This is an optimization exercise on Yosys and OpenROAD, whose aim is small area, not a production implementation. Only simulation tests tie the RTL to the original design; equivalence was not proved. No activity file was given, so power comes from the tool's default toggle rates.

File: design/flow/constraint.sdc
create_clock -name core_clock -period 12.0 [get_ports {i_clk}]
set_input_delay 2.4000 -clock core_clock [delete_from_list [all_inputs] [get_ports {i_clk}]]
set_output_delay 2.4000 -clock core_clock [all_outputs]
set_load 0.01 [all_outputs]
File: design/flow/flow/netopt.py
#!/usr/bin/env python3
"""Local clean-up of the synthesized netlist around the adder cells.

Yosys extracts half and full adders in whichever polarity it finds them, and then needs
inverters around them. This script, on the flat gate-level netlist (1_2_yosys.v):
 1. replaces a half adder whose outputs only feed inverters by the inverted gates
    (xnor2 for the inverted sum, nand2 for the inverted carry; xor2/and2 for an output used
    directly), removing those inverters;
 2. picks a polarity for every full adder (a full adder is self-dual:
    FA(~a, ~b, ~c) = (~sum, ~cout)) that needs the fewest inverters, and rebuilds all
    inverters with at most one per source net.
Every used net keeps its logic function; registers are not touched.

usage: netopt.py IN.v OUT.v
"""
import re, sys, random, math

OUT_PINS = {'X', 'Y', 'Q', 'Q_N', 'COUT', 'SUM', 'HI', 'LO', 'GCLK'}
txt = open(sys.argv[1]).read()
cell_re = re.compile(r'^(\s*)(sky130_fd_sc_hd__\w+)\s+(\S+)\s*\((.*?)\);\n', re.S | re.M)
pin_re = re.compile(r'\.(\w+)\(([^()]*)\)')
ms = list(cell_re.finditer(txt))
head = txt[:ms[0].start()]
tail = txt[ms[-1].end():]
for a, b in zip(ms, ms[1:]):
    assert txt[a.end():b.start()].strip() == '', 'unexpected text between cells'
assert tail.strip() == 'endmodule', tail[:200]
cells = []
for m in ms:
    pins = [(p, n.strip()) for p, n in pin_re.findall(m.group(4))]
    cells.append({'type': m.group(2), 'name': m.group(3), 'pins': dict(pins)})

port_names = set(m.group(3) for m in re.finditer(r'^\s*(input|output|inout)\s+(\[[^\]]*\]\s*)?(\S+);', head, re.M))
def is_port(net):
    net = net.strip()
    b = net.split(' ')[0] if net.startswith('\\') else net.split('[')[0]
    return b in port_names
def kind(c):
    m = re.match(r'sky130_fd_sc_hd__(\w+?)_\d+$', c['type'])
    return m.group(1) if m else c['type']
def is_inv(c):
    return kind(c) in ('inv', 'clkinv')

new_wires = []
def fresh(prefix):
    n = f'_{prefix}{len(new_wires)}_'
    new_wires.append(n)
    return n

def index():
    drv, lds = {}, {}
    for i, c in enumerate(cells):
        if c is None:
            continue
        for p, n in c['pins'].items():
            if p in OUT_PINS:
                drv[n] = (i, p)
            else:
                lds.setdefault(n, []).append((i, p))
    return drv, lds

# ---- step 1: half adders
drv, lds = index()
n_ha = {'inv_inv': 0, 'dir_inv': 0, 'inv_dir': 0}
cnt = 0
def inv_only(net):
    """If every load of net is an inverter (and net is no port), return those inverter indices."""
    if is_port(net):
        return None
    L = lds.get(net, [])
    if not L or any(not is_inv(cells[i]) for i, p in L):
        return None
    for i, p in L:
        if is_port(cells[i]['pins']['Y']):
            return None
    return [i for i, p in L]
def merge_inverters(invs):
    """Keep the first inverter's output net; move the other inverters' loads onto it."""
    keep = cells[invs[0]]['pins']['Y']
    for i in invs[1:]:
        y = cells[i]['pins']['Y']
        for j, p in lds.get(y, []):
            cells[j]['pins'][p] = keep
        cells[i] = None
    cells[invs[0]] = None
    return keep
for i, c in enumerate(list(cells)):
    if c is None or kind(c) != 'ha':
        continue
    s, co = c['pins']['SUM'], c['pins']['COUT']
    a, b = c['pins']['A'], c['pins']['B']
    si, ci = inv_only(s), inv_only(co)
    s_used = bool(lds.get(s)) or is_port(s)
    c_used = bool(lds.get(co)) or is_port(co)
    if si is not None and ci is not None:
        ys = merge_inverters(si); yc = merge_inverters(ci)
        cells[i] = {'type': 'sky130_fd_sc_hd__xnor2_1', 'name': c['name'] + '_xn', 'pins': {'A': a, 'B': b, 'Y': ys}}
        cells.append({'type': 'sky130_fd_sc_hd__nand2_1', 'name': c['name'] + '_nd', 'pins': {'A': a, 'B': b, 'Y': yc}})
        n_ha['inv_inv'] += 1
    elif ci is not None and s_used:
        yc = merge_inverters(ci)
        cells[i] = {'type': 'sky130_fd_sc_hd__xor2_1', 'name': c['name'] + '_xo', 'pins': {'A': a, 'B': b, 'X': s}}
        cells.append({'type': 'sky130_fd_sc_hd__nand2_1', 'name': c['name'] + '_nd', 'pins': {'A': a, 'B': b, 'Y': yc}})
        n_ha['dir_inv'] += 1
    elif si is not None and c_used:
        ys = merge_inverters(si)
        cells[i] = {'type': 'sky130_fd_sc_hd__xnor2_1', 'name': c['name'] + '_xn', 'pins': {'A': a, 'B': b, 'Y': ys}}
        cells.append({'type': 'sky130_fd_sc_hd__and2_1', 'name': c['name'] + '_an', 'pins': {'A': a, 'B': b, 'X': co}})
        n_ha['inv_dir'] += 1
    # keep lds consistent enough: recompute after every change
    drv, lds = index()
cells = [c for c in cells if c is not None]
sys.stderr.write(f'netopt: half adders replaced {n_ha}\n')

# ---- step 2: full adder polarity
drv, lds = index()
removable = set(i for i, c in enumerate(cells) if is_inv(c) and not is_port(c['pins']['Y']))
def resolve(net):
    par = 0
    k = 0
    while net in drv and drv[net][0] in removable:
        net = cells[drv[net][0]]['pins']['A']
        par ^= 1
        k += 1
        assert k < 1000
    return net, par
fa_idx = [i for i, c in enumerate(cells) if kind(c) == 'fa']
flippable = [i for i in fa_idx if not any(is_port(cells[i]['pins'][p]) for p in ('SUM', 'COUT'))]
pol = {i: 0 for i in fa_idx}
loads = []
for i, c in enumerate(cells):
    if i in removable:
        continue
    for p, n in c['pins'].items():
        if p in OUT_PINS:
            continue
        s, par = resolve(n)
        loads.append((i, p, s, par))
# nets that feed output ports through removable inverters: the port net itself is a load
by_src = {}
for k, (i, p, s, par) in enumerate(loads):
    by_src.setdefault(s, []).append(k)
def src_pol(s):
    d = drv.get(s)
    return pol.get(d[0], 0) if d else 0
def load_pol(k):
    return pol.get(loads[k][0], 0)
def src_cost(s):
    ps = src_pol(s)
    for k in by_src[s]:
        if ps ^ loads[k][3] ^ load_pol(k):
            return 1
    return 0
touch = {i: set() for i in fa_idx}
for i in fa_idx:
    for p in ('SUM', 'COUT'):
        if cells[i]['pins'][p] in by_src:
            touch[i].add(cells[i]['pins'][p])
for k, (i, p, s, par) in enumerate(loads):
    if i in touch:
        touch[i].add(s)
cur = sum(src_cost(s) for s in by_src)
n_before = sum(1 for c in cells if is_inv(c))
random.seed(1)
best, best_pol = cur, dict(pol)
T = 2.0
if flippable:
    for step in range(300000):
        i = random.choice(flippable)
        old = sum(src_cost(s) for s in touch[i])
        pol[i] ^= 1
        d = sum(src_cost(s) for s in touch[i]) - old
        if d <= 0 or random.random() < math.exp(-d / T):
            cur += d
            if cur < best:
                best, best_pol = cur, dict(pol)
        else:
            pol[i] ^= 1
        T = max(0.02, T * 0.99997)
pol = best_pol
sys.stderr.write(f'netopt: inverters {n_before} -> {best} ({sum(pol.values())} full adders flipped)\n')

inv_of = {}
conn = {}
for k, (i, p, s, par) in enumerate(loads):
    if src_pol(s) ^ par ^ load_pol(k):
        if s not in inv_of:
            inv_of[s] = fresh('np')
        conn[(i, p)] = inv_of[s]
    else:
        conn[(i, p)] = s
def vnet(n):
    return n + ' ' if n.startswith('\\') else n
out = [head]
for w in new_wires:
    out.append(f'  wire {w};\n')
for i, c in enumerate(cells):
    if i in removable:
        continue
    pins = ',\n'.join(f'    .{p}({vnet(conn.get((i, p), n))})' for p, n in c['pins'].items())
    out.append(f"  {c['type']} {vnet(c['name'])} (\n{pins}\n  );\n")
for s, nn in inv_of.items():
    out.append(f'  sky130_fd_sc_hd__inv_1 {nn}inv (\n    .A({vnet(s)}),\n    .Y({nn})\n  );\n')
out.append(tail)
open(sys.argv[2], 'w').write(''.join(out))
File: design/flow/config.mk
export PLATFORM = sky130hd
export DESIGN_NAME = ffe_lms_adapt
export DESIGN_NICKNAME = ffe_lms_adapt
export VERILOG_FILES = /design/flow/design.v
export SDC_FILE = /design/flow/constraint.sdc
export NUM_CORES = 4
export LEC_CHECK = 0
export ABC_AREA = 1
export CAP_MARGIN = 20
export CORE_MARGIN = 2
export CORE_UTILIZATION = 40
export SLEW_MARGIN = 20
File: design/flow/flow/run.sh
#!/bin/bash
# The standard layout, with two changes:
#  - after the standard synthesis, flow/netopt.py removes inverters around the adder cells
#    (logic and registers unchanged; see the script);
#  - the port buffers are the smallest plain buffer.
set -euo pipefail
R=orfs/results/sky130hd/ffe_lms_adapt/base
bash standard.sh synth > orfs_synth.log 2>&1
python3 flow/netopt.py $R/1_2_yosys.v $R/1_2_yosys_opt.v > netopt.log 2>&1
cp $R/1_2_yosys.v $R/1_2_yosys_std.v
mv $R/1_2_yosys_opt.v $R/1_2_yosys.v
rm -f $R/1_synth.odb
bash standard.sh "BUFFER_PORTS_ARGS=-buffer_cell sky130_fd_sc_hd__buf_1" finish > orfs_make.log 2>&1
File: design/flow/standard.sh
#!/bin/bash
# synth_recipe.tcl (not shown) runs the flow's synth.tcl, then flattens the netlist and writes it again
# the make line also repeats each setting of config.mk as NAME=value (left out here)
make -C /OpenROAD-flow-scripts/flow DESIGN_CONFIG=/design/flow/config.mk WORK_HOME=/design/flow/orfs CLKGATE_MAP_FILE= SYNTH_SCRIPT=/design/flow/synth_recipe.tcl "${@:-finish}"
File: design/flow/design.v
package ffe_pkg;
    localparam int FRAC_BITS    = 7;
    localparam int PAM2_POS     = 128;
    localparam int PAM2_NEG     = -128;
    localparam int MU_TRAIN_DEF = 6;
    localparam int MU_TRACK_DEF = 9;
    typedef enum logic [1:0] {
        ST_INIT  = 2'd0,
        ST_TRAIN = 2'd1,
        ST_TRACK = 2'd2,
        ST_HOLD  = 2'd3
    } lms_state_t;
endpackage
module lms_tap_update
#(
    parameter bit INIT_ONE = 1'b0
) (
    input  logic                     i_clk,
    input  logic                     i_rst,
    input  logic                     i_restart,
    input  logic [3:0]               i_one,
    input  logic [3:0]               i_two,
    input  logic [3:0]               i_neg,
    input  logic                     i_train,
    input  logic signed [10:0]       i_x,
    output logic        [8:0]        o_coef
);
    localparam logic [16:0] ACC_INIT  = INIT_ONE ? 17'(128 << 8) : 17'd0;
    logic [16:0] acc_q, acc_nxt;
    logic [17:0] sum;
    wire  [10:0] x = i_x;
    wire [3:0] one = i_one, two = i_two, neg = i_neg;
    wire p0 = (one[0] & x[0]) ^ neg[0];
    wire p1 = ((one[0] & x[1]) | (two[0] & x[0])) ^ neg[0];
    wire p2 = ((one[0] & x[2]) | (two[0] & x[1])) ^ neg[0];
    wire p3 = ((one[0] & x[3]) | (two[0] & x[2])) ^ neg[0];
    wire p4 = ((one[0] & x[4]) | (two[0] & x[3])) ^ neg[0];
    wire p5 = ((one[0] & x[5]) | (two[0] & x[4])) ^ neg[0];
    wire p6 = ((one[0] & x[6]) | (two[0] & x[5])) ^ neg[0];
    wire p7 = ((one[0] & x[7]) | (two[0] & x[6])) ^ neg[0];
    wire p8 = ((one[0] & x[8]) | (two[0] & x[7])) ^ neg[0];
    wire p9 = ((one[0] & x[9]) | (two[0] & x[8])) ^ neg[0];
    wire p10 = ((one[0] & x[10]) | (two[0] & x[9])) ^ neg[0];
    wire p11 = ~(((one[0] & x[10]) | (two[0] & x[10])) ^ neg[0]);
    wire p12 = (one[1] & x[0]) ^ neg[1];
    wire p13 = ((one[1] & x[1]) | (two[1] & x[0])) ^ neg[1];
    wire p14 = ((one[1] & x[2]) | (two[1] & x[1])) ^ neg[1];
    wire p15 = ((one[1] & x[3]) | (two[1] & x[2])) ^ neg[1];
    wire p16 = ((one[1] & x[4]) | (two[1] & x[3])) ^ neg[1];
    wire p17 = ((one[1] & x[5]) | (two[1] & x[4])) ^ neg[1];
    wire p18 = ((one[1] & x[6]) | (two[1] & x[5])) ^ neg[1];
    wire p19 = ((one[1] & x[7]) | (two[1] & x[6])) ^ neg[1];
    wire p20 = ((one[1] & x[8]) | (two[1] & x[7])) ^ neg[1];
    wire p21 = ((one[1] & x[9]) | (two[1] & x[8])) ^ neg[1];
    wire p22 = ((one[1] & x[10]) | (two[1] & x[9])) ^ neg[1];
    wire p23 = ~(((one[1] & x[10]) | (two[1] & x[10])) ^ neg[1]);
    wire p24 = (one[2] & x[0]) ^ neg[2];
    wire p25 = ((one[2] & x[1]) | (two[2] & x[0])) ^ neg[2];
    wire p26 = ((one[2] & x[2]) | (two[2] & x[1])) ^ neg[2];
    wire p27 = ((one[2] & x[3]) | (two[2] & x[2])) ^ neg[2];
    wire p28 = ((one[2] & x[4]) | (two[2] & x[3])) ^ neg[2];
    wire p29 = ((one[2] & x[5]) | (two[2] & x[4])) ^ neg[2];
    wire p30 = ((one[2] & x[6]) | (two[2] & x[5])) ^ neg[2];
    wire p31 = ((one[2] & x[7]) | (two[2] & x[6])) ^ neg[2];
    wire p32 = ((one[2] & x[8]) | (two[2] & x[7])) ^ neg[2];
    wire p33 = ((one[2] & x[9]) | (two[2] & x[8])) ^ neg[2];
    wire p34 = ((one[2] & x[10]) | (two[2] & x[9])) ^ neg[2];
    wire p35 = ~(((one[2] & x[10]) | (two[2] & x[10])) ^ neg[2]);
    wire p36 = (one[3] & x[0]) ^ neg[3];
    wire p37 = ((one[3] & x[1]) | (two[3] & x[0])) ^ neg[3];
    wire p38 = ((one[3] & x[2]) | (two[3] & x[1])) ^ neg[3];
    wire p39 = ((one[3] & x[3]) | (two[3] & x[2])) ^ neg[3];
    wire p40 = ((one[3] & x[4]) | (two[3] & x[3])) ^ neg[3];
    wire p41 = ((one[3] & x[5]) | (two[3] & x[4])) ^ neg[3];
    wire p42 = ((one[3] & x[6]) | (two[3] & x[5])) ^ neg[3];
    wire p43 = ((one[3] & x[7]) | (two[3] & x[6])) ^ neg[3];
    wire p44 = ((one[3] & x[8]) | (two[3] & x[7])) ^ neg[3];
    wire p45 = ((one[3] & x[9]) | (two[3] & x[8])) ^ neg[3];
    wire p46 = ((one[3] & x[10]) | (two[3] & x[9])) ^ neg[3];
    wire p47 = ~(((one[3] & x[10]) | (two[3] & x[10])) ^ neg[3]);
    wire s48 = p6 ^ p16;
    wire c49 = p6 & p16;
    wire s50 = p7 ^ p17;
    wire c51 = p7 & p17;
    wire s52 = p8 ^ p18;
    wire c53 = p8 & p18;
    wire s54 = p9 ^ p19;
    wire c55 = p9 & p19;
    wire s56 = p10 ^ p20;
    wire c57 = p10 & p20;
    wire t58 = p11 ^ p21;
    wire s59 = t58 ^ p31;
    wire c60 = (p11 & p21) | (t58 & p31);
    wire s61 = p22 ^ p32;
    wire c62 = p22 & p32;
    wire s63 = p4 ^ p14;
    wire c64 = p4 & p14;
    wire s65 = p5 ^ p15;
    wire c66 = p5 & p15;
    wire t67 = s48 ^ p26;
    wire s68 = t67 ^ p36;
    wire c69 = (s48 & p26) | (t67 & p36);
    wire t70 = c49 ^ s50;
    wire s71 = t70 ^ p27;
    wire c72 = (c49 & s50) | (t70 & p27);
    wire t73 = c51 ^ s52;
    wire s74 = t73 ^ p28;
    wire c75 = (c51 & s52) | (t73 & p28);
    wire t76 = c53 ^ s54;
    wire s77 = t76 ^ p29;
    wire c78 = (c53 & s54) | (t76 & p29);
    wire t79 = c55 ^ s56;
    wire s80 = t79 ^ p30;
    wire c81 = (c55 & s56) | (t79 & p30);
    wire t82 = c57 ^ s59;
    wire s83 = t82 ^ p41;
    wire c84 = (c57 & s59) | (t82 & p41);
    wire t85 = c60 ^ s61;
    wire s86 = t85 ^ p42;
    wire c87 = (c60 & s61) | (t85 & p42);
    wire t88 = c62 ^ p23;
    wire s89 = t88 ^ p33;
    wire c90 = (c62 & p23) | (t88 & p33);
    wire s91 = p34 ^ p44;
    wire c92 = p34 & p44;
    wire s93 = p2 ^ p12;
    wire c94 = p2 & p12;
    wire s95 = p3 ^ p13;
    wire c96 = p3 & p13;
    wire t97 = s63 ^ p24;
    wire s98 = t97 ^ neg[2];
    wire c99 = (s63 & p24) | (t97 & neg[2]);
    wire t100 = c64 ^ s65;
    wire s101 = t100 ^ p25;
    wire c102 = (c64 & s65) | (t100 & p25);
    wire t103 = c66 ^ s68;
    wire s104 = t103 ^ neg[3];
    wire c105 = (c66 & s68) | (t103 & neg[3]);
    wire t106 = c69 ^ s71;
    wire s107 = t106 ^ p37;
    wire c108 = (c69 & s71) | (t106 & p37);
    wire t109 = c72 ^ s74;
    wire s110 = t109 ^ p38;
    wire c111 = (c72 & s74) | (t109 & p38);
    wire t112 = c75 ^ s77;
    wire s113 = t112 ^ p39;
    wire c114 = (c75 & s77) | (t112 & p39);
    wire t115 = c78 ^ s80;
    wire s116 = t115 ^ p40;
    wire c117 = (c78 & s80) | (t115 & p40);
    wire s118 = ~(c81 ^ s83);
    wire c119 = c81 | s83;
    wire s120 = ~(c84 ^ s86);
    wire c121 = c84 | s86;
    wire t122 = c87 ^ s89;
    wire s123 = t122 ^ p43;
    wire c124 = (c87 & s89) | (t122 & p43);
    wire s125 = ~(c90 ^ s91);
    wire c126 = c90 | s91;
    wire t127 = c92 ^ p35;
    wire s128 = t127 ^ p45;
    wire c129 = (c92 & p35) | (t127 & p45);
    wire s130 = ~p46;
    wire c131 = p0 & neg[0];
    wire c132 = p1 & c131;
    wire c133 = (s93 & neg[1]) | (s93 & c132) | (neg[1] & c132);
    wire c134 = (c94 & s95) | (c94 & c133) | (s95 & c133);
    wire c135 = (c96 & s98) | (c96 & c134) | (s98 & c134);
    wire t136 = c99 ^ s101;
    wire s137 = t136 ^ c135;
    wire c138 = (c99 & s101) | (t136 & c135);
    wire t139 = c102 ^ s104;
    wire s140 = t139 ^ c138;
    wire c141 = (c102 & s104) | (t139 & c138);
    wire t142 = c105 ^ s107;
    wire s143 = t142 ^ c141;
    wire c144 = (c105 & s107) | (t142 & c141);
    wire t145 = c108 ^ s110;
    wire s146 = t145 ^ c144;
    wire c147 = (c108 & s110) | (t145 & c144);
    wire t148 = c111 ^ s113;
    wire s149 = t148 ^ c147;
    wire c150 = (c111 & s113) | (t148 & c147);
    wire t151 = c114 ^ s116;
    wire s152 = t151 ^ c150;
    wire c153 = (c114 & s116) | (t151 & c150);
    wire t154 = c117 ^ s118;
    wire s155 = t154 ^ c153;
    wire c156 = (c117 & s118) | (t154 & c153);
    wire t157 = c119 ^ s120;
    wire s158 = t157 ^ c156;
    wire c159 = (c119 & s120) | (t157 & c156);
    wire t160 = c121 ^ s123;
    wire s161 = t160 ^ c159;
    wire c162 = (c121 & s123) | (t160 & c159);
    wire t163 = c124 ^ s125;
    wire s164 = t163 ^ c162;
    wire c165 = (c124 & s125) | (t163 & c162);
    wire t166 = c126 ^ s128;
    wire s167 = t166 ^ c165;
    wire c168 = (c126 & s128) | (t166 & c165);
    wire t169 = c129 ^ s130;
    wire s170 = t169 ^ c168;
    wire c171 = (c129 & s130) | (t169 & c168);
    wire t172 = p46 ^ p47;
    wire s173 = t172 ^ c171;
    wire c174 = (p46 & p47) | (t172 & c171);
    wire [12:0] q = {s173, s170, s167, s164, s161, s158, s155, s152, s149, s146, s143, s140, s137};
    wire [12:0] d = i_train ? q : {{3{q[12]}}, q[12:3]};
    wire s175 = acc_q[0] ^ d[0];
    wire c176 = acc_q[0] & d[0];
    wire t177 = acc_q[1] ^ d[1];
    wire s178 = t177 ^ c176;
    wire c179 = (acc_q[1] & d[1]) | (t177 & c176);
    wire t180 = acc_q[2] ^ d[2];
    wire s181 = t180 ^ c179;
    wire c182 = (acc_q[2] & d[2]) | (t180 & c179);
    wire t183 = acc_q[3] ^ d[3];
    wire s184 = t183 ^ c182;
    wire c185 = (acc_q[3] & d[3]) | (t183 & c182);
    wire t186 = acc_q[4] ^ d[4];
    wire s187 = t186 ^ c185;
    wire c188 = (acc_q[4] & d[4]) | (t186 & c185);
    wire t189 = acc_q[5] ^ d[5];
    wire s190 = t189 ^ c188;
    wire c191 = (acc_q[5] & d[5]) | (t189 & c188);
    wire t192 = acc_q[6] ^ d[6];
    wire s193 = t192 ^ c191;
    wire c194 = (acc_q[6] & d[6]) | (t192 & c191);
    wire t195 = acc_q[7] ^ d[7];
    wire s196 = t195 ^ c194;
    wire c197 = (acc_q[7] & d[7]) | (t195 & c194);
    wire t198 = acc_q[8] ^ d[8];
    wire s199 = t198 ^ c197;
    wire c200 = (acc_q[8] & d[8]) | (t198 & c197);
    wire t201 = acc_q[9] ^ d[9];
    wire s202 = t201 ^ c200;
    wire c203 = (acc_q[9] & d[9]) | (t201 & c200);
    wire t204 = acc_q[10] ^ d[10];
    wire s205 = t204 ^ c203;
    wire c206 = (acc_q[10] & d[10]) | (t204 & c203);
    wire t207 = acc_q[11] ^ d[11];
    wire s208 = t207 ^ c206;
    wire c209 = (acc_q[11] & d[11]) | (t207 & c206);
    wire t210 = acc_q[12] ^ d[12];
    wire s211 = t210 ^ c209;
    wire c212 = (acc_q[12] & d[12]) | (t210 & c209);
    wire t213 = acc_q[13] ^ d[12];
    wire s214 = t213 ^ c212;
    wire c215 = (acc_q[13] & d[12]) | (t213 & c212);
    wire t216 = acc_q[14] ^ d[12];
    wire s217 = t216 ^ c215;
    wire c218 = (acc_q[14] & d[12]) | (t216 & c215);
    wire t219 = acc_q[15] ^ d[12];
    wire s220 = t219 ^ c218;
    wire c221 = (acc_q[15] & d[12]) | (t219 & c218);
    wire t222 = acc_q[16] ^ d[12];
    wire s223 = t222 ^ c221;
    wire c224 = (acc_q[16] & d[12]) | (t222 & c221);
    wire t225 = acc_q[16] ^ d[12];
    wire s226 = t225 ^ c224;
    wire c227 = (acc_q[16] & d[12]) | (t225 & c224);
    assign sum = {s226, s223, s220, s217, s214, s211, s208, s205, s202, s199, s196, s193, s190, s187, s184, s181, s178, s175};
    always_comb begin
        acc_nxt = sum[16:0];
        if (sum[17] != sum[16]) begin
            acc_nxt = {sum[17], {16{~sum[17]}}};
        end
    end
    always_ff @(posedge i_clk or posedge i_rst) begin
        if (i_rst) begin
            acc_q <= ACC_INIT;
        end else if (i_restart) begin
            acc_q <= ACC_INIT;
        end else begin
            acc_q <= acc_nxt;
        end
    end
    assign o_coef = acc_q[16:8];
endmodule
module ffe_lms_adapt
#(
    parameter int IN_BW      = 11,
    parameter int OUT_BW     = 9,
    parameter int COEF_BW    = 9,
    parameter int N_COEF     = 7,
    parameter int ACC_EXT    = 8,
    parameter int MU_TRAIN   = ffe_pkg::MU_TRAIN_DEF,
    parameter int MU_TRACK   = ffe_pkg::MU_TRACK_DEF,
    parameter int TRAIN_LEN  = 1024,
    parameter int CENTER_TAP = 3
) (
    input  logic                       i_clk,
    input  logic                       i_rst,
    input  logic                       i_en,
    input  logic [IN_BW-1:0]           i_data,
    input  logic [OUT_BW-1:0]          i_ffe_out,
    input  logic                       i_adapt_en,
    input  logic                       i_restart,
    output logic [COEF_BW*N_COEF-1:0]  o_coefs,
    output logic [OUT_BW:0]            o_error,
    output logic [1:0]                 o_state,
    output logic                       o_trained
);
    ffe_pkg::lms_state_t state_q, state_d;
    logic [9:0]   train_cnt_q;
    logic         trained_q;
    logic [10:0]  x0_q;
    logic         en_q;
    logic [10:0]  dly_q [1:7];
    logic         v1_q;
    logic         train_mode_q, mode2_q;
    logic [7:0]   err_q, err_d;
    logic [8:0]   err_neg;
    logic         capture, cnt_done;
    always_ff @(posedge i_clk or posedge i_rst) begin
        if (i_rst) begin
            x0_q <= '0;
            en_q <= 1'b0;
            for (int unsigned k = 1; k < 8; k++) begin
                dly_q[k] <= '0;
            end
        end else begin
            x0_q <= i_data;
            en_q <= i_en;
            if (en_q) begin
                dly_q[1] <= x0_q;
                for (int unsigned k = 2; k < 8; k++) begin
                    dly_q[k] <= dly_q[k-1];
                end
            end
        end
    end
    assign err_d   = {~i_ffe_out[7], i_ffe_out[6:0]};
    assign err_neg[0] = err_q[0];
    for (genvar i = 1; i < 9; i++) begin : g_neg
        assign err_neg[i] = (i < 8 ? err_q[i] : err_q[7]) ^ (|err_q[i-1:0]);
    end
    assign capture  = i_en && i_adapt_en && !i_restart && ((state_q == ffe_pkg::ST_TRAIN) || (state_q == ffe_pkg::ST_TRACK));
    assign cnt_done = v1_q && !trained_q && (train_cnt_q == 10'h3ff);
    logic [9:0] cnt_inc;
    assign cnt_inc[0] = ~train_cnt_q[0];
    for (genvar i = 1; i < 10; i++) begin : g_inc
        assign cnt_inc[i] = train_cnt_q[i] ^ (&train_cnt_q[i-1:0]);
    end
    always_comb begin
        state_d = state_q;
        case (state_q)
            ffe_pkg::ST_INIT:  state_d = i_adapt_en ? ffe_pkg::ST_TRAIN : ffe_pkg::ST_HOLD;
            ffe_pkg::ST_TRAIN: begin
                if (!i_adapt_en) begin
                    state_d = ffe_pkg::ST_HOLD;
                end else if (cnt_done) begin
                    state_d = ffe_pkg::ST_TRACK;
                end
            end
            ffe_pkg::ST_TRACK: begin
                if (!i_adapt_en) begin
                    state_d = ffe_pkg::ST_HOLD;
                end
            end
            default: begin  
                if (i_adapt_en) begin
                    state_d = (trained_q || cnt_done) ? ffe_pkg::ST_TRACK : ffe_pkg::ST_TRAIN;
                end
            end
        endcase
        if (i_restart) begin
            state_d = ffe_pkg::ST_INIT;
        end
    end
    always_ff @(posedge i_clk or posedge i_rst) begin
        if (i_rst) begin
            state_q <= ffe_pkg::ST_INIT;
        end else begin
            state_q <= state_d;
        end
    end
    always_ff @(posedge i_clk or posedge i_rst) begin
        if (i_rst) begin
            train_cnt_q <= '0;
            trained_q   <= 1'b0;
        end else if (i_restart) begin
            train_cnt_q <= '0;
            trained_q   <= 1'b0;
        end else if (v1_q && !trained_q) begin
            train_cnt_q <= cnt_inc;
            if (cnt_done) begin
                trained_q <= 1'b1;
            end
        end
    end
    always_ff @(posedge i_clk or posedge i_rst) begin
        if (i_rst) begin
            v1_q         <= 1'b0;
            train_mode_q <= 1'b0;
            mode2_q      <= 1'b0;
            err_q        <= '0;
        end else begin
            v1_q    <= capture;
            mode2_q <= train_mode_q;
            if (capture) begin
                err_q        <= err_d;
                train_mode_q <= (state_q == ffe_pkg::ST_TRAIN);
            end
        end
    end
    logic [8:0] mb;
    logic [3:0] bd_one, bd_two, bd_neg;
    logic [3:0] b_one, b_two, b_neg;
    assign mb = (v1_q && !i_restart) ? {~err_q, 1'b1} : 9'd0;
    for (genvar j = 0; j < 4; j++) begin : g_booth
        assign bd_neg[j] = mb[2*j+2];
        assign bd_one[j] = mb[2*j+1] ^ mb[2*j];
        assign bd_two[j] = (mb[2*j+2] & ~mb[2*j+1] & ~mb[2*j]) | (~mb[2*j+2] & mb[2*j+1] & mb[2*j]);
    end
    always_ff @(posedge i_clk or posedge i_rst) begin
        if (i_rst) begin
            b_one <= '0;
            b_two <= '0;
            b_neg <= '0;
        end else begin
            b_one <= bd_one;
            b_two <= bd_two;
            b_neg <= bd_neg;
        end
    end
    for (genvar k = 0; k < N_COEF; k++) begin : g_tap
        lms_tap_update #(
            .INIT_ONE (k == CENTER_TAP)
        ) u_tap (
            .i_clk     (i_clk),
            .i_rst     (i_rst),
            .i_restart (i_restart),
            .i_one     (b_one),
            .i_two     (b_two),
            .i_neg     (b_neg),
            .i_train   (mode2_q),
            .i_x       (dly_q[k+1]),
            .o_coef    (o_coefs[COEF_BW*k +: COEF_BW])
        );
    end
    assign o_error   = {err_neg[8], err_neg};
    assign o_state   = state_q;
    assign o_trained = trained_q;
endmodule
==> run_results.csv, run 1 <==
group,metric,value,unit
logic_synthesis,postSynthNetCount,3011,
detailed_routing,post-route-drc-count,0,
logic_synthesis,yosys_warnings,5,
setup_path,slowest_stage,"fa_1",
sta,fin_crit,11590,ps
clock_network,insertion_delay,600,ps
detailed_routing,via_count,18687,
setup_path,crit_top_cell,"fa_1",
hold_path,holdPathEnd,"mode2_q",
global_route,grt.met1_usage,0.278,
sta,tightest_slew,1020,ps
placed_design,gp_congestion,0.905,
setup_path,r2r-end,"g_tap[3].u_tap.acc_q[6]",
sta,final_max_slew_viol_count,0,
floorplan,die-height,251,um
logic_synthesis,avgSynthCellArea,9.31,um^2
detailed_routing,drt_first_pass_iters,7,
global_route,grt-busiest-layer,"met2",
clock_network,ctsHtreeMaxLevel,1,
setup_path,rrSetupSlack,410,ps
setup_path,critPathKind,"reg2reg",
global_route,antenna_found_initial,1,
setup_path,crit_buf_inv,5,
setup_path,crit_arrival,12070,ps
global_route,met2_usage,0.344,
clock_network,cts_buffers,30,
logic_synthesis,mappedNetlistArea,24500,um^2
setup_path,path_delay_family,"adder cells",
detailed_routing,ant_nets,0,
setup_path,cp_data_required_time,12480,ps
sta,hold_viol_final,0,
power_and_ir_drop,peakVddDrop,0.225,mV
power_and_ir_drop,p_leak,12.0,nW
detailed_routing,drtIter0Drc,1282,
clock_network,cts_hold_buffers,0,
setup_path,crit_start,"b_two[0]",
sta,setup_viol,0,
clock_network,path_clk_slew,60,ps
floorplan,die_x,251,um
global_route,track_usage,0.206,
logic_synthesis,syn-instance-count,2630,
hold_path,min_from,"train_mode_q",
floorplan,start_util,0.405,
hold_path,hold_path_class,"reg2reg",
global_route,grt_first_pass_wirelength,104000,um
cells_and_area,antennaDiodeCount,0,
sta,rsz0062_at_grt,"no",
sta,tns,0,ps
placed_design,port_buffers,99,
sta,clock.fmax,86.3,MHz
run,cap_violations,0,
sta,finalCritPeriodShare,0.966,
floorplan,die-area,63200,um^2
setup_path,start_kind,"flip-flop",
global_route,grt_max_degree,123,
global_route,grt.met3_usage,0.0221,
clock_network,cts_tree,"yes",
sta,max-slew-margin-rel,0.322,
floorplan,core-area,60500,um^2
hold_path,hold_depth,0,
clock_network,cts_buffer_depth,3,
setup_path,r2r-start,"b_two[0]",
setup_path,cp_slowest_stage_delay,560,ps
detailed_routing,wl_per_cell,18.8,um
sta,clock-skew-final,30.0,ps
cells_and_area,layout-drive-gt1-share,0.0944,
clock_network,cts.sink_count,244,
cells_and_area,instances_no_fill,3462,
outcome,outcome,"no timing/DRC/antenna violations",
clock_network,cts-root-buf,"clkbuf_16",
floorplan,rows,90,
cells_and_area,nets,3037,
cells_and_area,finish.utilization,0.445,
detailed_routing,viasPerCell,5.40,
setup_path,cp-end-kind,"flip-flop",
detailed_routing,wl,65200,um
placed_design,hpwl,47600,um
setup_path,cp_max_fo,18,
setup_path,reg2regPathDepth,35,
placed_design,dp.cells,3383,
power_and_ir_drop,power_density,248,nW/um^2
global_route,overflow,0,
cells_and_area,area_growth,9.96,%
floorplan,io_pins,101,
cells_and_area,fillerInstances,5670,
global_route,grt_pass1_vias,19462,
## worst max path at each step
stage / endpoint / slack [ps] / cells past startpoint
global placement: g_tap[4].u_tap.acc_q[4] / 220 / 33
detailed placement: g_tap[4].u_tap.acc_q[4] / 90 / 33
finish: g_tap[3].u_tap.acc_q[6] / 410 / 35
global route: g_tap[2].u_tap.acc_q[12] / 2 / 39
floorplan: g_tap[4].u_tap.acc_q[10] / 320 / 34
CTS: g_tap[4].u_tap.acc_q[4] / 0.3 / 33
## through the flow
stage,total power [mW],area [um^2],worst slack (ps),hold WS [ps]
after floorplan,4.56,24500,317,354
after global placement,5.44,25500,215,372
after detailed placement,5.64,25500,89.4,372
after CTS,6.62,26500,0.319,387
after global routing,7.43,26900,2.01,395
final,6.67,26900,407,382
## power breakdown
part	switching (mW)	total (mW)	internal, mW
combinational	2.67	4.47	1.80
sequential	0.172	1.25	1.07
clock	0.402	0.954	0.552
total	3.24	6.67	3.43
## cell usage in the layout (no fill, tap or decap), drive strengths merged, types with 2 or more instances in the layout
cell type / n
nand2: 360
xor2: 329
fa: 320
o22ai: 269
dfrtp: 243
buf: 220
inv: 210
nor2: 166
o21ai: 152
a21oi: 134
xnor2: 72
clkbuf: 39
ha: 36
mux2i: 33
nand3: 27
and2: 21
or2: 15
clkinv: 13
clkinvlp: 7
nand4: 5
bufinv: 3
nor3: 2
## repair_timing
action,in CTS,in global routing
setup endpoints to repair,0,115
buffers inserted,0,18
hold endpoints to repair,0,0
gates resized for setup,0,55
## state kept, by name (all words and copies together), names as in the netlist
name               cells
b_neg                  4
b_one                  4
b_two                  4
dly_q                 77
en_q                   1
err_q                  8
g_tap.u_tap.acc_q    119
mode2_q                1
state_q                2
train_cnt_q           10
train_mode_q           1
trained_q              1
v1_q                   1
x0_q                  11
## area by class of cell
cell class / count / area (um^2) / area share
multi-input cells: 1944 / 16400 / 0.608
well taps: 782 / 978 / 0.0364
clock buffers: 35 / 810 / 0.0301
inverters: 212 / 817 / 0.0304
flip-flops and latches: 244 / 6120 / 0.228
clock inverters: 21 / 234 / 0.00869
repair buffers: 224 / 1600 / 0.0593
## per-layer routing
| metal | vias up | share of wire |
|---|---|---|
| met3 | 108 | 0.056 |
| met2 | 592 | 0.49 |
| met5 | - | 0 |
| met4 | 0 | 0.036 |
| li1 | 8520 | - |
| met1 | 9467 | 0.42 |
==> inputs of run 2 (changes only) <==
--- a/design/flow/flow/netopt.py
+++ b/design/flow/flow/netopt.py
@@ -114,3 +114,10 @@
 
-# ---- step 2: full adder polarity
+# ---- step 2: polarity of full adders and of gates that come in both polarities
+# A full adder is self-dual; xor2/xnor2, nand2/and2, nor2/or2 swap for their complement.
+COMPL = {
+    'xor2_1': ('xnor2_1', 'X', 'Y', 0.0), 'xnor2_1': ('xor2_1', 'Y', 'X', 0.0),
+    'nand2_1': ('and2_1', 'Y', 'X', 2.5), 'and2_1': ('nand2_1', 'X', 'Y', -2.5),
+    'nor2_1': ('or2_1', 'Y', 'X', 2.5), 'or2_1': ('nor2_1', 'X', 'Y', -2.5),
+}
+INV_AREA = 3.75
 drv, lds = index()
@@ -126,5 +133,17 @@
     return net, par
+def short(c):
+    return c['type'].replace('sky130_fd_sc_hd__', '')
 fa_idx = [i for i, c in enumerate(cells) if kind(c) == 'fa']
-flippable = [i for i in fa_idx if not any(is_port(cells[i]['pins'][p]) for p in ('SUM', 'COUT'))]
-pol = {i: 0 for i in fa_idx}
+flipcost = {}
+for i in fa_idx:
+    if not any(is_port(cells[i]['pins'][p]) for p in ('SUM', 'COUT')):
+        flipcost[i] = 0.0
+for i, c in enumerate(cells):
+    t = short(c)
+    if t in COMPL:
+        o = COMPL[t][1]
+        if not is_port(c['pins'][o]):
+            flipcost[i] = COMPL[t][3]
+flippable = sorted(flipcost)
+pol = {i: 0 for i in flipcost}
 loads = []
@@ -138,3 +157,2 @@
         loads.append((i, p, s, par))
-# nets that feed output ports through removable inverters: the port net itself is a load
 by_src = {}
@@ -146,3 +164,4 @@
 def load_pol(k):
-    return pol.get(loads[k][0], 0)
+    i = loads[k][0]
+    return pol.get(i, 0) if kind(cells[i]) == 'fa' else 0
 def src_cost(s):
@@ -151,12 +170,14 @@
         if ps ^ loads[k][3] ^ load_pol(k):
-            return 1
-    return 0
-touch = {i: set() for i in fa_idx}
-for i in fa_idx:
-    for p in ('SUM', 'COUT'):
-        if cells[i]['pins'][p] in by_src:
-            touch[i].add(cells[i]['pins'][p])
+            return INV_AREA
+    return 0.0
+touch = {i: set() for i in flippable}
+for i in flippable:
+    for p, n in cells[i]['pins'].items():
+        if p in OUT_PINS and n in by_src:
+            touch[i].add(n)
 for k, (i, p, s, par) in enumerate(loads):
-    if i in touch:
+    if i in touch and kind(cells[i]) == 'fa':
         touch[i].add(s)
+def flip_area(i):
+    return flipcost[i] if pol[i] else 0.0
 cur = sum(src_cost(s) for s in by_src)
@@ -165,12 +186,12 @@
 best, best_pol = cur, dict(pol)
-T = 2.0
+T = 4.0
 if flippable:
-    for step in range(300000):
+    for step in range(400000):
         i = random.choice(flippable)
-        old = sum(src_cost(s) for s in touch[i])
+        old = sum(src_cost(s) for s in touch[i]) + flip_area(i)
         pol[i] ^= 1
-        d = sum(src_cost(s) for s in touch[i]) - old
+        d = sum(src_cost(s) for s in touch[i]) + flip_area(i) - old
         if d <= 0 or random.random() < math.exp(-d / T):
             cur += d
-            if cur < best:
+            if cur < best - 1e-9:
                 best, best_pol = cur, dict(pol)
@@ -178,5 +199,14 @@
             pol[i] ^= 1
-        T = max(0.02, T * 0.99997)
+        T = max(0.05, T * 0.99997)
 pol = best_pol
-sys.stderr.write(f'netopt: inverters {n_before} -> {best} ({sum(pol.values())} full adders flipped)\n')
+n_flip_fa = sum(1 for i in fa_idx if pol.get(i))
+n_flip_g = sum(1 for i in flippable if pol[i] and kind(cells[i]) != 'fa')
+n_inv_after = sum(1 for s in by_src if src_cost(s) > 0)
+sys.stderr.write(f'netopt: inverters {n_before} -> {n_inv_after}; {n_flip_fa} full adders and {n_flip_g} gates flipped\n')
+for i in flippable:
+    if pol[i] and kind(cells[i]) != 'fa':
+        c = cells[i]
+        nt, op, np_, _ = COMPL[short(c)]
+        c['type'] = 'sky130_fd_sc_hd__' + nt
+        c['pins'][np_] = c['pins'].pop(op)
 
--- a/design/flow/config.mk
+++ b/design/flow/config.mk
@@ -10,3 +10,4 @@
 export CORE_MARGIN = 2
-export CORE_UTILIZATION = 40
+export CORE_UTILIZATION = 60
+export PLACE_DENSITY = 0.72
 export SLEW_MARGIN = 20
==> run_results.csv, run 2 <==
group,metric,value,unit
outcome,outcome,"no timing/DRC/antenna violations",
global_route,met2_usage,0.488,
detailed_routing,wl,61500,um
detailed_routing,drtIter0Drc,1507,
global_route,grt_pass1_vias,19261,
sta,max-slew-margin-rel,0.386,
floorplan,die-area,42200,um^2
power_and_ir_drop,power_density,254,nW/um^2
setup_path,critPathKind,"reg2reg",
cells_and_area,largest_register_ffs,119,
sta,fin_crit,11600,ps
global_route,antenna_found_initial,0,
sta,setup_viol,0,
global_route,grt-busiest-layer,"met2",
cells_and_area,final_cell_mix,"nand2_1 (355), fa_1 (310), xor2_1 (290)",
clock_network,cts_tree,"yes",
global_route,track_usage,0.295,
sta,holdWs,381,ps
cells_and_area,regMostFlops,"g_tap.u_tap.acc_q",
sta,final_max_slew_viol_count,0,
sta,clock-skew-final,15.4,ps
detailed_routing,viasPerCell,5.94,
setup_path,start_kind,"flip-flop",
cells_and_area,fillerInstances,3132,
floorplan,die_x,205,um
cells_and_area,finish.utilization,0.662,
detailed_routing,via_count,18798,
power_and_ir_drop,p_int,3.50,mW
sta,finalCritPeriodShare,0.967,
global_route,grt.met1_usage,0.397,
logic_synthesis,mappedNetlistArea,24300,um^2
power_and_ir_drop,seqPwrFrac,0.188,
clock_network,path_clk_slew,70,ps
cells_and_area,multi_input_area,16300,um^2
placed_design,hpwl,44700,um
clock_network,insertion_delay,600,ps
floorplan,die-height,205,um
logic_synthesis,avgSynthCellArea,9.40,um^2
cells_and_area,layout-drive-gt1-share,0.0942,
cells_and_area,seq_area,6130,um^2
logic_synthesis,syn-instance-count,2588,
floorplan,start_util,0.610,
floorplan,core-area,39900,um^2
cells_and_area,final_common_cell,"nand2_1",
global_route,overflow,0,
global_route,grt_first_pass_wirelength,98500,um
setup_path,cp_max_fo,10,
setup_path,cp_slowest_stage_delay,560,ps
floorplan,rows,73,
clock_network,ctsHtreeMaxLevel,1,
power_and_ir_drop,p_sw,3.21,mW
logic_synthesis,yosys_warnings,5,
power_and_ir_drop,p_total,6.70,mW
placed_design,port_buffers,99,
setup_path,cp_data_required_time,12520,ps
clock_network,cts.sink_count,244,
cells_and_area,nets,3000,
clock_network,cts_buffers,29,
cells_and_area,top_regs,"g_tap.u_tap.acc_q (119), dly_q (77), x0_q (11)",
sta,clock.fmax,86.2,MHz
logic_synthesis,postSynthNetCount,2969,
detailed_routing,drt_first_pass_iters,6,
power_and_ir_drop,swShare,0.478,
placed_design,gp_congestion,0.918,
detailed_routing,wl_per_cell,19.4,um
hold_path,hold_path_class,"reg2reg",
global_route,grt.met3_usage,0.0510,
clock_network,cts-root-buf,"clkbuf_16",
sta,hold_viol_final,0,
cells_and_area,area_growth,8.62,%
power_and_ir_drop,p_leak,11.5,nW
setup_path,cp-end-kind,"flip-flop",
detailed_routing,post-route-drc-count,0,
power_and_ir_drop,peakVddDrop,0.253,mV
cells_and_area,antennaDiodeCount,0,
clock_network,cts_buffer_depth,3,
setup_path,crit_arrival,12130,ps
setup_path,slowest_stage,"fa_1",
power_and_ir_drop,combPwrFrac,0.661,
detailed_routing,ant_nets,0,
power_and_ir_drop,clkPwrFrac,0.150,
setup_path,crit_top_cell,"fa_1",
global_route,grt_max_degree,101,
floorplan,io_pins,101,
sta,tightest_slew,921,ps
run,cap_violations,0,
[run 2: final timing paths]
path / start / endpoint / slack [ps] / cells past startpoint
worst max register to register: b_one[0] / g_tap[2].u_tap.acc_q[7] / 400 / 34
worst min-delay path: train_mode_q / mode2_q / 380 / 0
worst min register to register: train_mode_q / mode2_q / 380 / 0
worst max-delay path: b_one[0] / g_tap[2].u_tap.acc_q[7] / 400 / 34
min in group asynchronous: i_rst / err_q[3] / 1930 / 2
max in group asynchronous: i_rst / en_q / 8630 / 3
[run 2: critical path: cells and delay by family, from the launching register on]
family                   cells  cell delay [ps]
adder cells (fa/ha/maj)     22             9500
buffers and inverters        5              640
AO/OA/AOI/OAI                3              410
flip-flops                   1              400
XOR/XNOR                     2              370
AND/OR/NAND/NOR              2              200
[run 2: final cells by class]
cell class,count,share of cell area
clock buffers,34,0.0293
clock inverters,20,0.0115
inverters,170,0.0254
multi-input cells,1944,0.618
flip-flops and latches,244,0.232
well taps,525,0.0249
repair buffers,230,0.0587
[run 2: power by group through the flow]
stage / clock network [mW] / registers (mW) / logic, mW
floorplan: 0 / 1.20 / 3.36
global placement: 0 / 1.27 / 4.14
detailed placement: 0 / 1.28 / 4.38
CTS: 1.02 / 1.27 / 4.41
global route: 1.06 / 1.29 / 5.06
finish: 1.01 / 1.26 / 4.43
[run 2: stage by stage]
step | instances | TNS [ps] | setup WS [ps] | cell area, um^2
floorplan | 2588 | 0 | 317 | 24300
global placement | 3085 | 0 | 226 | 24900
detailed placement | 3085 | 0 | 5.41 | 24900
CTS | 3139 | 0 | 70.1 | 26000
global route | 3167 | -38.6 | -15.4 | 26400
finish | 3167 | 0 | 396 | 26400
[run 2: what timing repair did]
action                     in CTS  in global routing
setup endpoints to repair      10                114
hold endpoints to repair        0                  0
hold buffers                    0                  0
gates resized for setup         1                 45
pin swaps                       0                  6
gates cloned                    0                  2
setup buffers                   0                 25
[run 2: routing by layer]
metal | up-vias | wire length (um)
li1 | 8460 | -
met1 | 9444 | 25000
met2 | 753 | 29700
met3 | 141 | 4920
met4 | 0 | 1960
met5 | - | 0
==> inputs of run 3 (changes only) <==
--- a/design/flow/config.mk
+++ b/design/flow/config.mk
@@ -10,4 +10,3 @@
 export CORE_MARGIN = 2
-export CORE_UTILIZATION = 60
-export PLACE_DENSITY = 0.72
+export CORE_UTILIZATION = 40
 export SLEW_MARGIN = 20
==> run_results.csv, run 3 <==
group,metric,value,unit
outcome,outcome,"no timing/DRC/antenna violations",
sta,setup_ws,375,ps
power_and_ir_drop,p_leak,11.4,nW
setup_path,cp_data_required_time,12500,ps
setup_path,slowest_stage,"fa_1",
cells_and_area,area_growth,9.61,%
cells_and_area,final_common_cell,"nand2_1",
floorplan,die-area,62800,um^2
clock_network,cts_hold_buffers,0,
cells_and_area,regMostFlops,"g_tap.u_tap.acc_q",
cells_and_area,finish.utilization,0.443,
floorplan,die-height,251,um
cells_and_area,final_cell_mix,"nand2_1 (355), fa_1 (294), xor2_1 (292)",
clock_network,cts_buffer_depth,3,
setup_path,cp-end-kind,"flip-flop",
global_route,antenna_found_initial,0,
power_and_ir_drop,clkPwrFrac,0.134,
clock_network,cts_tree,"yes",
cells_and_area,nets,3001,
logic_synthesis,yosys_warnings,5,
power_and_ir_drop,p_int,3.42,mW
logic_synthesis,postSynthNetCount,2969,
detailed_routing,ant_nets,0,
hold_path,hold_path_class,"reg2reg",
floorplan,rows,90,
detailed_routing,wl_per_cell,18.7,um
placed_design,port_buffers,99,
logic_synthesis,syn-instance-count,2588,
cells_and_area,layout-drive-gt1-share,0.0972,
global_route,track_usage,0.203,
placed_design,preCtsSetupSlack,97.5,ps
cells_and_area,seq_area,6120,um^2
cells_and_area,antennaDiodeCount,0,
placed_design,hpwl,47300,um
sta,tightest_slew,984,ps
setup_path,crit_start,"b_one[0]",
power_and_ir_drop,swShare,0.484,
floorplan,die_x,251,um
clock_network,cts.sink_count,244,
setup_path,start_kind,"flip-flop",
sta,fin_crit,11620,ps
sta,clock.fmax,86.0,MHz
power_and_ir_drop,p_sw,3.20,mW
sta,tns,0,ps
clock_network,insertion_delay,610,ps
floorplan,core-area,60200,um^2
detailed_routing,drt_first_pass_iters,5,
setup_path,critPathKind,"reg2reg",
sta,rsz0062_at_grt,"no",
power_and_ir_drop,combPwrFrac,0.678,
cells_and_area,multi_input_area,16400,um^2
sta,finalCritPeriodShare,0.969,
detailed_routing,viasPerCell,5.38,
global_route,grt_first_pass_wirelength,103000,um
logic_synthesis,avgSynthCellArea,9.40,um^2
detailed_routing,drtIter0Drc,1257,
sta,final_max_slew_viol_count,0,
clock_network,cts-root-buf,"clkbuf_16",
clock_network,cts_buffers,29,
sta,max-slew-margin-rel,0.339,
detailed_routing,wl,64200,um
cells_and_area,fillerInstances,5706,
setup_path,cp_max_fo,23,
cells_and_area,largest_register_ffs,119,
sta,setup_viol,0,
placed_design,gp_congestion,0.875,
clock_network,ctsHtreeMaxLevel,1,
sta,hold_viol_final,0,
cells_and_area,top_regs,"g_tap.u_tap.acc_q (119), dly_q (77), x0_q (11)",
global_route,grt_pass1_vias,19128,
global_route,grt_max_degree,119,
power_and_ir_drop,seqPwrFrac,0.188,
setup_path,crit_arrival,12120,ps
power_and_ir_drop,power_density,248,nW/um^2
setup_path,r2r-start,"b_one[0]",
clock_network,path_clk_slew,60,ps
power_and_ir_drop,peakVddDrop,0.160,mV
sta,holdWs,385,ps
logic_synthesis,mappedNetlistArea,24300,um^2
floorplan,start_util,0.404,
floorplan,io_pins,101,
detailed_routing,via_count,18423,
run,cap_violations,0,
hold_path,min_from,"train_mode_q",
setup_path,cp_slowest_stage_delay,570,ps
detailed_routing,post-route-drc-count,0,
setup_path,crit_top_cell,"fa_1",
global_route,overflow,0,
sta,clock-skew-final,27.6,ps
==> run 3: final timing paths <==
check | cells past startpoint | endpoint | slack, ps
worst min-delay path | 0 | mode2_q | 380
worst max-delay path | 34 | g_tap[3].u_tap.acc_q[4] | 380
worst min register to register | 0 | mode2_q | 380
max in group asynchronous | 3 | g_tap[2].u_tap.acc_q[5] | 8560
min in group asynchronous | 2 | x0_q[0] | 1930
worst max register to register | 34 | g_tap[3].u_tap.acc_q[4] | 380
==> run 3: power groups by stage <==
stage / Clock, mW / Sequential, mW / Combinational [mW]
after floorplan: 0 / 1.20 / 3.36
after global placement: 0 / 1.26 / 4.24
after detailed placement: 0 / 1.26 / 4.42
after CTS: 0.905 / 1.25 / 4.44
after global routing: 0.941 / 1.27 / 5.16
final: 0.885 / 1.24 / 4.49
==> run 3: critical path, delay by kind of cell, from the launching register on <==
kind	cells	cell delay (ps)
buffers and inverters	4	590
adders and majority gates	22	9210
xor gates and xnor gates	2	390
and+or+nand+nor	4	610
DFF	1	400
AOI/OAI and AO/OA	2	310
==> run 3: layout make-up <==
type,instances,area share
well taps,782,0.0367
repair buffers,231,0.0597
multi-input cells,1944,0.614
inverters,170,0.0245
clock buffers,40,0.0303
clock inverters,14,0.00469
flip-flops and latches,244,0.230
==> run 3: layer usage <==
| metal | GRT usage | wire length, um | vias up |
|---|---|---|---|
| li1 | - | - | 8455 |
| met1 | 0.268 | 26700 | 9328 |
| met2 | 0.339 | 31100 | 529 |
| met3 | 0.0356 | 4210 | 111 |
| met4 | 0.0701 | 2210 | 0 |
| met5 | 0 | 0 | - |
==> run 3: timing repair <==
| item | in CTS | in global routing |
|---|---|---|
| endpoints found under the setup margin | 0 | 114 |
| setup buffers | 0 | 19 |
| resized for setup | 0 | 53 |
==> run 3: through the flow <==
| stage | instance area [um^2] | total power, mW | cells |
|---|---|---|---|
| 2_1_floorplan | 24300 | 4.56 | 2588 |
| 3_3_place_gp | 25300 | 5.49 | 3348 |
| 3_5_place_dp | 25300 | 5.69 | 3348 |
| 4_1_cts | 26300 | 6.59 | 3402 |
| 5_1_grt | 26700 | 7.37 | 3425 |
| 6_report | 26700 | 6.62 | 3425 |
==> inputs of run 4 (changes only) <==
--- a/design/flow/flow/run.sh
+++ b/design/flow/flow/run.sh
@@ -12,2 +12,2 @@
 rm -f $R/1_synth.odb
-bash standard.sh "BUFFER_PORTS_ARGS=-buffer_cell sky130_fd_sc_hd__buf_1" finish > orfs_make.log 2>&1
+bash standard.sh "BUFFER_PORTS_ARGS=-buffer_cell sky130_fd_sc_hd__buf_1" "CTS_ARGS=-sink_clustering_enable -repair_clock_nets -dont_use_dummy_load" finish > orfs_make.log 2>&1
==> run_results.csv, run 4 <==
group,metric,value,unit
outcome,outcome,"no timing/DRC/antenna violations",
global_route,antenna_found_initial,0,
setup_path,cp-end-kind,"flip-flop",
floorplan,core-area,60200,um^2
sta,setup_ws,369,ps
setup_path,critPathKind,"reg2reg",
placed_design,placed_area,25300,um^2
detailed_routing,viasPerCell,5.39,
detailed_routing,wl_per_cell,18.9,um
global_route,grt_first_pass_wirelength,102000,um
clock_network,insertion_delay,610,ps
floorplan,rows,90,
setup_path,cp_slowest_stage_delay,570,ps
setup_path,cp_data_required_time,12500,ps
floorplan,die-area,62800,um^2
cells_and_area,finish.utilization,0.440,
cells_and_area,regMostFlops,"g_tap.u_tap.acc_q",
sta,tightest_slew,1000,ps
floorplan,die-height,251,um
detailed_routing,via_count,18325,
sta,clock-skew-final,81.6,ps
setup_path,rrSetupSlack,370,ps
clock_network,ctsHtreeMaxLevel,1,
detailed_routing,drtIter0Drc,1214,
setup_path,cp_max_fo,23,
floorplan,die_x,251,um
clock_network,cts_buffer_depth,3,
setup_path,crit_arrival,12130,ps
sta,fin_crit,11630,ps
hold_path,holdPathEnd,"mode2_q",
detailed_routing,drt_first_pass_iters,5,
cells_and_area,final_cell_mix,"nand2_1 (355), xor2_1 (292), fa_1 (291)",
global_route,track_usage,0.203,
cells_and_area,largest_register_ffs,119,
clock_network,cts.sink_count,244,
cells_and_area,layout-drive-gt1-share,0.0928,
power_and_ir_drop,peakVddDrop,0.179,mV
cells_and_area,nets,3002,
hold_path,min_from,"train_mode_q",
setup_path,r2r-start,"b_one[0]",
hold_path,hold_depth,0,
setup_path,start_kind,"flip-flop",
floorplan,start_util,0.404,
sta,hold_viol_final,0,
global_route,grt_max_degree,119,
cells_and_area,area_growth,8.89,%
clock_network,cts_buffers,29,
detailed_routing,post-route-drc-count,0,
placed_design,gp_congestion,0.875,
hold_path,hold_path_class,"reg2reg",
logic_synthesis,postSynthNetCount,2969,
cells_and_area,final_common_cell,"nand2_1",
sta,final_max_slew_viol_count,0,
power_and_ir_drop,p_total,6.50,mW
floorplan,io_pins,101,
setup_path,reg2regPathDepth,34,
logic_synthesis,yosys_warnings,5,
detailed_routing,ant_nets,0,
sta,clock.fmax,86.0,MHz
clock_network,cts_hold_buffers,0,
power_and_ir_drop,power_density,245,nW/um^2
clock_network,cts-root-buf,"clkbuf_16",
sta,rsz0062_at_grt,"no",
global_route,grt_pass1_vias,19038,
placed_design,hpwl,47300,um
sta,finalCritPeriodShare,0.969,
clock_network,cts_tree,"yes",
sta,setup_viol,0,
power_and_ir_drop,p_leak,11.4,nW
placed_design,preCtsSetupSlack,97.5,ps
detailed_routing,wl,64100,um
placed_design,port_buffers,99,
run,cap_violations,0,
setup_path,crit_top_cell,"fa_1",
logic_synthesis,syn-instance-count,2588,
cells_and_area,final_cell_area,26500,um^2
clock_network,path_clk_slew,60,ps
logic_synthesis,mappedNetlistArea,24300,um^2
setup_path,slowest_stage,"fa_1",
global_route,overflow,0,
cells_and_area,top_regs,"g_tap.u_tap.acc_q (119), dly_q (77), x0_q (11)",
sta,tns,0,ps
logic_synthesis,avgSynthCellArea,9.40,um^2
setup_path,r2r-end,"g_tap[3].u_tap.acc_q[7]",
sta,max-slew-margin-rel,0.326,
## run 4: critical path: cells and delay by family (launching register included)
family,cells,cell delay (ps)
simple gates,4,610
flops,1,400
xor+xnor,2,390
fa+ha+maj,22,9210
compound gates,2,310
buf+inv,4,590
## run 4: per-stage QoR
| stage | std cells | hold WS, ps |
|---|---|---|
| 2_1_floorplan | 2588 | 354 |
| 3_3_place_gp | 3348 | 366 |
| 3_5_place_dp | 3348 | 378 |
| 4_1_cts | 3377 | 386 |
| 5_1_grt | 3401 | 394 |
| 6_report | 3402 | 382 |
## run 4: layer usage
layer  up-vias  wire length (um)  GRT usage
met5         -                 0          0
met4         0              2290     0.0722
met3       112              3970     0.0331
met2       524             30900      0.338
met1      9265             26900      0.268
li1       8424                 -          -
## run 4: cell type report
class / count / area (um^2)
Clock buffer: 29 / 726
Antenna cell: 1 / 2.50
Inverter: 170 / 654
Timing Repair Buffer: 232 / 1620
Tap cell: 782 / 978
Sequential cell: 244 / 6120
Fill cell: 5725 / 33800
Multi-Input combinational cell: 1944 / 16400
## run 4: worst max-delay path by stage
stage / slack (ps) / startpoint / end / depth (start not counted)
3_5_place_dp: 100 / b_two[0] / g_tap[3].u_tap.acc_q[4] / 41
3_3_place_gp: 270 / b_one[0] / g_tap[4].u_tap.acc_q[12] / 33
5_1_grt: 6 / b_one[0] / g_tap[4].u_tap.acc_q[2] / 31
2_1_floorplan: 320 / b_two[0] / g_tap[4].u_tap.acc_q[10] / 34
4_1_cts: 60 / b_two[1] / g_tap[1].u_tap.acc_q[6] / 31
6_report: 370 / b_one[0] / g_tap[3].u_tap.acc_q[7] / 34
## run 4: report_power, final
| part | switching [mW] | total, mW | internal, mW |
|---|---|---|---|
| combinational | 2.65 | 4.49 | 1.85 |
| clock | 0.342 | 0.761 | 0.418 |
| sequential | 0.170 | 1.24 | 1.07 |
| total | 3.16 | 6.50 | 3.34 |
## run 4: repair_timing
action	4_1_cts	5_1_grt
gates resized for setup	0	59
buffers inserted	0	20
setup endpoints to repair	0	114
==> inputs of run 5 (changes only) <==
--- a/design/flow/flow/run.sh
+++ b/design/flow/flow/run.sh
@@ -12,2 +12,2 @@
 rm -f $R/1_synth.odb
-bash standard.sh "BUFFER_PORTS_ARGS=-buffer_cell sky130_fd_sc_hd__buf_1" "CTS_ARGS=-sink_clustering_enable -repair_clock_nets -dont_use_dummy_load" finish > orfs_make.log 2>&1
+bash standard.sh "BUFFER_PORTS_ARGS=-buffer_cell sky130_fd_sc_hd__buf_1" "CTS_ARGS=-sink_clustering_enable -repair_clock_nets -dont_use_dummy_load -buf_list {sky130_fd_sc_hd__clkbuf_4 sky130_fd_sc_hd__clkbuf_8}" finish > orfs_make.log 2>&1
==> run_results.csv, run 5 <==
group,metric,value,unit
clock_network,cts_tree,"yes",
floorplan,core-area,60200,um^2
floorplan,die-area,62800,um^2
setup_path,crit_arrival,12150,ps
sta,fin_crit,11650,ps
clock_network,path_clk_slew,60,ps
outcome,outcome,"no timing/DRC/antenna violations",
setup_path,cp-end-kind,"flip-flop",
detailed_routing,drt_first_pass_iters,5,
clock_network,cts-root-buf,"clkbuf_8",
sta,hold_viol_final,0,
clock_network,ctsHtreeMaxLevel,2,
sta,holdWs,382,ps
sta,finalCritPeriodShare,0.971,
logic_synthesis,syn-instance-count,2588,
setup_path,cp_data_required_time,12500,ps
floorplan,die_x,251,um
clock_network,cts_hold_buffers,0,
sta,setup_ws,348,ps
cells_and_area,final_cell_mix,"nand2_1 (355), xor2_1 (292), fa_1 (291)",
cells_and_area,top_regs,"g_tap.u_tap.acc_q (119), dly_q (77), x0_q (11)",
clock_network,cts.sink_count,244,
clock_network,insertion_delay,640,ps
detailed_routing,wl_per_cell,18.9,um
sta,final_max_slew_viol_count,0,
logic_synthesis,avgSynthCellArea,9.40,um^2
setup_path,crit_buf_inv,4,
run,cap_violations,0,
sta,tightest_slew,983,ps
placed_design,preCtsSetupSlack,97.5,ps
sta,clock-skew-final,78.0,ps
setup_path,cp_max_fo,15,
setup_path,crit_top_cell,"fa_1",
global_route,grt_first_pass_wirelength,103000,um
floorplan,io_pins,101,
cells_and_area,nets,3021,
hold_path,hold_path_class,"reg2reg",
floorplan,start_util,0.404,
placed_design,hpwl,47300,um
sta,clock.fmax,85.8,MHz
cells_and_area,final_common_cell,"nand2_1",
clock_network,cts_buffer_depth,3,
cells_and_area,area_growth,8.49,%
placed_design,gp_congestion,0.875,
floorplan,rows,90,
detailed_routing,via_count,18556,
setup_path,cp_slowest_stage_delay,570,ps
global_route,antenna_found_initial,1,
detailed_routing,viasPerCell,5.42,
logic_synthesis,postSynthNetCount,2969,
cells_and_area,regMostFlops,"g_tap.u_tap.acc_q",
logic_synthesis,yosys_warnings,5,
detailed_routing,wl,64600,um
setup_path,start_kind,"flip-flop",
global_route,grt_max_degree,119,
global_route,grt_pass1_vias,19212,
global_route,overflow,0,
detailed_routing,post-route-drc-count,0,
cells_and_area,layout-drive-gt1-share,0.0982,
placed_design,port_buffers,99,
sta,setup_viol,0,
setup_path,critPathKind,"reg2reg",
cells_and_area,largest_register_ffs,119,
setup_path,path_delay_family,"adder cells",
setup_path,slowest_stage,"fa_1",
clock_network,cts_buffers,47,
sta,max-slew-margin-rel,0.340,
logic_synthesis,mappedNetlistArea,24300,um^2
detailed_routing,ant_nets,0,
detailed_routing,drtIter0Drc,1270,
power_and_ir_drop,power_density,243,nW/um^2
floorplan,die-height,251,um
power_and_ir_drop,p_leak,11.3,nW
global_route,track_usage,0.205,
power_and_ir_drop,peakVddDrop,0.155,mV
==> run 5: repair_timing <==
| action | CTS | global route |
|---|---|---|
| resized for setup | 0 | 51 |
| setup buffers | 0 | 21 |
| endpoints found under the hold margin | 0 | 0 |
| setup endpoints to repair | 0 | 115 |
==> run 5: path summary, 6_finish.rpt <==
kind,from,endpoint,slack (ps),cells past startpoint
worst max-delay path,b_two[1],g_tap[3].u_tap.acc_q[7],350,34
worst min-delay path,train_mode_q,mode2_q,380,0
worst max register to register,b_two[1],g_tap[3].u_tap.acc_q[7],350,34
worst min register to register,train_mode_q,mode2_q,380,0
max in group asynchronous,i_rst,g_tap[2].u_tap.acc_q[12],8530,3
min in group asynchronous,i_rst,x0_q[0],1890,2
==> run 5: stage by stage <==
step	TNS (ps)	area, um^2	instances	power [mW]	util
2_1_floorplan	0	24300	2588	4.56	-
3_3_place_gp	0	25300	3348	5.49	0.420
3_5_place_dp	0	25300	3348	5.69	0.420
4_1_cts	0	26000	3395	6.41	0.431
5_1_grt	-23.2	26400	3421	7.16	0.438
6_report	0	26400	3421	6.43	0.438
==> run 5: final cells by class <==
type | count | area, um^2
flip-flops and latches | 244 | 6120
fillers | 5748 | 33900
repair buffers | 233 | 1600
well taps | 782 | 978
diodes | 1 | 2.50
clock buffers | 47 | 647
multi-input cells | 1944 | 16400
inverters | 170 | 654
==> run 5: where the power goes <==
part           internal [mW]  switching [mW]
Clock                  0.343           0.347
Sequential              1.08           0.169
Combinational           1.85            2.65
==> run 5: metal layers <==
layer	GRT usage	up-vias	routed length [um]
li1	-	8466	-
met1	0.266	9379	26800
met2	0.340	581	31100
met3	0.0390	130	4270
met4	0.0785	0	2370
met5	0	-	0

-- static timing again, ports no longer ideal --
In the flow no input, the clock included, has a driving cell. The finished layouts below were timed again as built, in two steps. Step 1, drivers: a clkbuf_16 drives i_clk and a buf_2 each remaining input, both assumed. Step 2, shift: input delay + t, output delay - t, t = (earliest + latest rising clock arrival at the registers) / 2. This alone moves slack from input paths to output paths. a / b / c = no drivers / after step 1 / after step 2; a / b = the first two.
run	shift t [ns]	setup slack, ns	slew at the worst register clock pin (ns)	worst slew at a driven data input, ns
run 1	0.651	0.407 / 0.407 / 0.407	0.07 / 0.07	0.04
run 2	0.650	0.396 / 0.396 / 0.396	0.07 / 0.07	0.03
run 3	0.655	0.375 / 0.375 / 0.375	0.07 / 0.07	0.03
run 4	0.627	0.369 / 0.369 / 0.369	0.06 / 0.06	0.03
run 5	0.659	0.348 / 0.348 / 0.348	0.06 / 0.06	0.03
After both steps every run listed still meets setup and hold.
